From an optimization exercise on the open Yosys and OpenROAD flow, aimed at small area; shortcuts taken in it are not production practice. Function was checked by simulation only, so behaviour that the tests miss may differ from the original.

## flow/design.v (module list and top-level ports; edited modules follow where they fit)
// module direction_to_cube_cross_texel: 2847 lines
module direction_to_cube_cross_texel (
  input  logic               clk,
  input  logic               rst,
  input  logic               start,
  output logic               busy,
  input  logic signed [15:0] dir_x,
  input  logic signed [15:0] dir_y,
  input  logic signed [15:0] dir_z,
  input  logic               cfg_we,
  input  logic [10:0]        cfg_wdata,
  output logic               done,
  output logic               hit,
  output logic [2:0]         face,
  output logic [11:0]        texel_col,
  output logic [11:0]        texel_row,
  output logic [23:0]        texel_addr
);
  // ...
==> flow/flow/run.sh <==
#!/bin/bash
# The standard layout, except that the input and output port buffers use the smallest buffer cell
# (sky130_fd_sc_hd__buf_1), and after global routing ORFS's power recovery downsizes cells on
# up to 40% of the paths with positive slack.
set -euo pipefail
export BUFFER_PORTS_ARGS="-buffer_cell sky130_fd_sc_hd__buf_1"
export RECOVER_POWER=40
bash standard.sh finish > standard.log 2>&1
==> flow/standard.sh <==
#!/bin/bash
# synth_recipe.tcl (not shown) runs the flow's synth.tcl, then flattens the netlist and writes it again
# the make line also repeats each setting of config.mk as NAME=value (left out here)
make -C /OpenROAD-flow-scripts/flow DESIGN_CONFIG=/design/flow/config.mk WORK_HOME=/design/flow/orfs CLKGATE_MAP_FILE= SYNTH_SCRIPT=/design/flow/synth_recipe.tcl "${@:-finish}"
==> flow/config.mk <==
export PLATFORM = sky130hd
export DESIGN_NAME = direction_to_cube_cross_texel
export DESIGN_NICKNAME = direction_to_cube_cross_texel
export VERILOG_FILES = /design/flow/design.v
export SDC_FILE = /design/flow/constraint.sdc
export NUM_CORES = 4
export LEC_CHECK = 0
export ABC_AREA = 1
export CAP_MARGIN = 20
export CORE_MARGIN = 2
export CORE_UTILIZATION = 40
export CTS_BUF_LIST = sky130_fd_sc_hd__clkbuf_16
export CTS_CLUSTER_DIAMETER = 120
export CTS_CLUSTER_SIZE = 24
export SLEW_MARGIN = 20
==> flow/constraint.sdc <==
create_clock -name core_clock -period 9.0 [get_ports {clk}]
set_input_delay 1.8000 -clock core_clock [delete_from_list [all_inputs] [get_ports {clk}]]
set_output_delay 1.8000 -clock core_clock [all_outputs]
set_load 0.01 [all_outputs]
==> run notes, run 1 <==
The run finished, with violations left. The violated checks flagged are max-capacitance violations, max-slew violations. The library cells used most frequently in the layout, excluding fill and tap cells, are sky130_fd_sc_hd__nand2_1 (1,902), sky130_fd_sc_hd__inv_1 (1,125), sky130_fd_sc_hd__nand3_1 (589), sky130_fd_sc_hd__xor2_1 (461), sky130_fd_sc_hd__dfxtp_1 (359).

The final sequential cell count is around 370. Across all hold checks on the routed design, the worst slack comes to approximately 330 ps.

The per-instance average area after synthesis is about 6.6 sq um. The tool flagged a number of max-cap violations equal to 1. The capture point of the worst path is texel_addr[23].

In the synthesized netlist, the number of instances is 6,878. The critical setup path kind is reg -> out. The aggregate global-route resource usage is 0.226. The startpoint identified for the worst register-to-register timing path is ngr_s1. The leading register cell type out of synthesis is sky130_fd_sc_hd__dfxtp_1.

The total number of yosys warnings came out at 1. The worst setup path is launched from a flop. The number of antenna cells inserted is 0. The multi-input logic portion of the cell area came out at 0.669. The number of pins with negative max-slew slack in the final report came out at 25. The final routed wirelength across all metal layers is 135 mm. The H-tree depth came out at 1.

The global-route congestion overflow total is 0. The met2 capacity usage during global routing is 0.390. The top-level port count came out at between 100 and 150. The hold path startpoint is qr7_s4. The first global-routing pass estimated between 200 and 250 mm of wire. Of the total synthesized cell area, the portion taken by AND, OR, NAND and NOR gates is 0.347.

Of the total synthesized cell area, the portion taken by XOR and XNOR cells is 0.113. Of all the cell area in the finished design, non-clock buffers hold 0.0301. The tightest min-delay check is of the reg -> reg type.
==> run 2, diff against run 1 <==
==> flow/flow/run.sh (replaced) <==
#!/bin/bash
# The standard layout, except that the input and output port buffers use the smallest buffer cell
# (sky130_fd_sc_hd__buf_1) instead of the one buffer_ports picks by default.
set -euo pipefail
export BUFFER_PORTS_ARGS="-buffer_cell sky130_fd_sc_hd__buf_1"
bash standard.sh finish > standard.log 2>&1
--- a/flow/config.mk
+++ b/flow/config.mk
@@ -10,6 +10,6 @@
 export CORE_MARGIN = 2
 export CORE_UTILIZATION = 40
 export CTS_BUF_LIST = sky130_fd_sc_hd__clkbuf_16
-export CTS_CLUSTER_DIAMETER = 120
-export CTS_CLUSTER_SIZE = 24
+export CTS_CLUSTER_DIAMETER = 110
+export CTS_CLUSTER_SIZE = 28
 export SLEW_MARGIN = 20
==> run notes, run 2 <==
The fraction of final layout cells with drive strength greater than 1 came out at 0.109 (was 0.107). The signal arrival time at the worst endpoint came out at 6420 ps (about the same). The global-route congestion overflow total is 0 (unchanged). The initial core utilization came out at 0.403 (unchanged). The footprint of the multi-input gates came out at 0.0319 sq mm (about the same). The via count of the routed design was 42,979 (was 42,991).

The max-capacitance violation count is 0 (was 1). Result of the run: complete, no violations (was complete, but fails checks). The share of the clock period used by the worst path is 0.914 (was 0.913). The final routed wirelength across all metal layers came out at 135 mm (about the same). The floorplan die height is 340 um (unchanged). The most repeated library cell on the critical path is sky130_fd_sc_hd__nor2_1 (unchanged). The final critical path time including I/O delays and setup was 8220 ps (about the same). The post-synthesis net count was 7,306 (unchanged).

The aggregate global-route resource usage is 0.225 (was 0.226). The maximum buffer depth of the clock tree came out at 3 (unchanged). The worst relative slew slack came out at 0.393 (was -0.228). The biggest area consumer among synthesized cells is sky130_fd_sc_hd__dfxtp_1 (unchanged). The critical path data required time came out at 7200 ps (about the same). The die width was 340 um (unchanged). The highest achievable clock rate came out at 122 MHz (about the same). The routability-driven placement congestion ratio is 0.926 (unchanged). The number of flops mapped to enable cells by yosys is 0 (unchanged). The leading register cell type out of synthesis was sky130_fd_sc_hd__dfxtp_1 (unchanged). The remaining routing DRC violations is 0 (unchanged). The share of flip-flops with an asynchronous set or reset after synthesis came out at 0 (unchanged). The critical path capture point type is an output pin (unchanged). The critical path's slowest cell was sky130_fd_sc_hd__dfxtp_1 (unchanged). The clock tree from TritonCTS is yes (unchanged). Top cell types by occurrence after synthesis: sky130_fd_sc_hd__nand2_1 (1,918), sky130_fd_sc_hd__inv_1 (1,124), sky130_fd_sc_hd__nand3_1 (591) (unchanged).

The H-tree depth is 1 (unchanged). The flop and latch count out of synthesis is 366 (unchanged). The most used standard cell by instance count after synthesis is sky130_fd_sc_hd__nand2_1 (unchanged).

The number of failing setup endpoints in the final timing report is 0 (unchanged). The maximum cell stage delay along the critical path came out at 520 ps (about the same). The clock sink count came out at 366 (unchanged). The number of failing hold endpoints at the final stage is 0 (unchanged). The layout overhead on the synthesized area was 5.69% (was 5.33%).

The number of pins with negative max-slew slack in the final report came out at 0 (was 25). The post-route worst hold slack came out at 326 ps (about the same). The total number of yosys warnings was 1 (unchanged). The setup TNS is 0 ps (unchanged). The core region area was 0.112 sq mm (unchanged). Area contributors post-synth: sky130_fd_sc_hd__dfxtp_1 (16%), sky130_fd_sc_hd__nand2_1 (16%), sky130_fd_sc_hd__inv_1 (9.3%), sky130_fd_sc_hd__xor2_1 (9.0%), sky130_fd_sc_hd__fa_1 (8.3%) (unchanged).

The CTS clock-pin slew for the worst setup and hold paths is 110 ps (was 100 ps). The number of detailed-route iterations in the first pass is 6 (unchanged). The number of unique standard cell types used by synthesis is 63 (unchanged).

The worst clock skew on the final layout is 38.3 ps (was 27.4 ps). The layout net count came to 7,258 (was 7,260). The cell count after synthesis came to 6,878 (unchanged). The critical setup path kind is reg -> out (unchanged). The ratio of routed vias to standard cells came out at 5.15 (about the same). The wire length of the first global-routing pass was 216 mm (about the same). The footprint of the flip-flops and latches came out at 0.00734 sq mm (about the same).

The number of global-route vias before repair came out at 40,498 (was 40,566). The path category of the worst min-delay check is reg -> reg (unchanged). The number of antenna violations at the first check in global routing is 0 (unchanged).

The top-level port count is 117 (unchanged). The clock latency on the worst-skew pair is 610 ps (was 580 ps). The full die area came to 0.116 sq mm (unchanged). The fill cell total of the finished layout came out at 11,981 (was 12,003). The violation count after the first detailed-routing iteration is 3,278 (was 3,444). The count of hold buffers inserted by post-cts repair is 0 (unchanged).

The largest fanout on the critical path is 10 (unchanged). The summed area of non-filler cells in the final layout was 0.0478 sq mm (was 0.0477 sq mm). The detailed-route wire length per cell came out at 16.2 um (about the same).

The portion of synthesized cell area occupied by the leading cell type came to 0.162 (unchanged). The number of I/O port buffers came out at 115 (unchanged).

The number of antenna cells inserted is 0 (unchanged). The sequential share of the synthesized area came to 0.162 (unchanged). The element type at the critical path start was a flop (unchanged). The per-instance average area after synthesis was 6.58 sq um (unchanged). The number of CTS-inserted buffers is 23 (unchanged).

The placed cell area came out at 0.0465 sq mm (unchanged). The root buffer cell is sky130_fd_sc_hd__clkbuf_16 (unchanged). The synthesized cell area came out at 0.0453 sq mm (unchanged). Highest-count cells in the layout ignoring fill and taps: sky130_fd_sc_hd__nand2_1 (1,904), sky130_fd_sc_hd__inv_1 (1,124), sky130_fd_sc_hd__nand3_1 (589), sky130_fd_sc_hd__xor2_1 (461), sky130_fd_sc_hd__dfxtp_1 (360) (was sky130_fd_sc_hd__nand2_1 (1,902), sky130_fd_sc_hd__inv_1 (1,125), sky130_fd_sc_hd__nand3_1 (589), sky130_fd_sc_hd__xor2_1 (461), sky130_fd_sc_hd__dfxtp_1 (359)).

The count of standard-cell rows came out at 123 (unchanged). The largest net degree at the start of global routing came out at 32 (unchanged). The leading cell type in the layout, fill and taps excluded is sky130_fd_sc_hd__nand2_1 (unchanged). The antenna violation net count after detailed routing came to 0 (unchanged). The half-perimeter wire length of the detailed placement result was 105 mm (unchanged). The pin slew with the least headroom to its limit is 907 ps (was 1840 ps).
-- run 2: cell types whose count changed in the layout (fill, tap and decap cells not counted), moves of 2 or more --
cell,before,now
sky130_fd_sc_hd__buf_4,115,133
sky130_fd_sc_hd__clkinv_16,0,3
sky130_fd_sc_hd__inv_16,1,4
sky130_fd_sc_hd__nand2_4,24,22
sky130_fd_sc_hd__nand2_1,1902,1904
sky130_fd_sc_hd__nand2_2,151,149
sky130_fd_sc_hd__clkbuf_1,19,0
-- run 2: cell type report --
| class | count | area share |
|---|---|---|
| clock buffer | 23 | 0.0120 |
| clock inverter | 15 | 0.00549 |
| inverter | 1164 | 0.0919 |
| multi-input combinational | 5023 | 0.667 |
| sequential | 366 | 0.153 |
| tap | 1500 | 0.0392 |
| timing repair buffer | 252 | 0.0315 |
-- run 2: what timing repair did --
item                       in CTS  in global routing
resized for setup               1                 81
setup buffers                   0                  8
pin swaps                       0                 13
setup endpoints to repair      15                 99
gates cloned                    0                  8
-- run 2: worst paths after layout --
kind / from / end / slack, ps / depth (start not counted)
max: vr_s6[3] / texel_addr[23] / 780 / 32
min: qr10_s4 / qr10_s5 / 330 / 0
max reg2reg: m_s3[1] / rr_s4[8] / 840 / 84
min reg2reg: qr10_s4 / qr10_s5 / 330 / 0
-- run 2: kinds of logic (layout without fill, tap and decap cells) --
group / Yosys count / after routing / synth area share
AND/OR/NAND/NOR: 3365 / 3372 / 0.347
buffers and inverters: 1496 / 1454 / 0.142
AO/OA/AOI/OAI: 699 / 699 / 0.103
XOR/XNOR: 580 / 580 / 0.113
adder cells (fa/ha/maj): 371 / 371 / 0.134
flip-flops: 366 / 366 / 0.162
other: 1 / 1 / 0.0000828
-- run 2: metrics by stage --
stage               cells  worst slack (ps)   util
finish               8343               776  0.426
CTS                  8327              54.7  0.422
floorplan            6878              1340      -
global placement     8289              88.9  0.414
detailed placement   8289              -120  0.414
global route         8343             -29.5  0.426
-- run 2: per-layer routing --
layer / track usage / share of wire / up-vias
li1: - / - / 21543
met1: 0.297 / 0.44 / 19819
met2: 0.388 / 0.47 / 1348
met3: 0.0239 / 0.058 / 267
met4: 0.0643 / 0.032 / 2
met5: 0.00449 / 0.00056 / -
-- run 2: worst max-delay path: cells and delay by family (launching register included) --
family          cells  cell delay [ps]
fa+ha+maj           4             1720
simple gates       11             1170
flops               1              520
buf+inv             7              620
compound gates      9             1660
xor+xnor            1              140

==> port drivers added, routing unchanged <==
Ports are ideal in the flow. The routed layouts listed here were re-timed in OpenROAD. Step 1 (the two cells are an assumption about what drives the block):
set clk [get_ports {clk}]
set_driving_cell -lib_cell sky130_fd_sc_hd__clkbuf_16 $clk
set_driving_cell -lib_cell sky130_fd_sc_hd__buf_2 [delete_from_list [all_inputs] $clk]
Step 2 times the ports against the registers' clock, not the clock port: input delays grow and output delays shrink by t, the midpoint of the rising clock arrivals with the driver on. a / b / c = ideal / step 1 / step 2; a / b = the first two.
run	shift t [ns]	setup slack, ns	worst register clock-pin slew, ns	worst data-port slew with drivers (ns)	cell pins on the clock port's net
run 1	0.635	0.783 / 0.717 / 0.593	0.10 / 0.10	0.04	1
run 2	0.655	0.776 / 0.708 / 0.632	0.11 / 0.11	0.04	1
The setup slack of run 1, which loses most, moves by -0.066 ns with the drivers and by -0.190 ns with both steps.
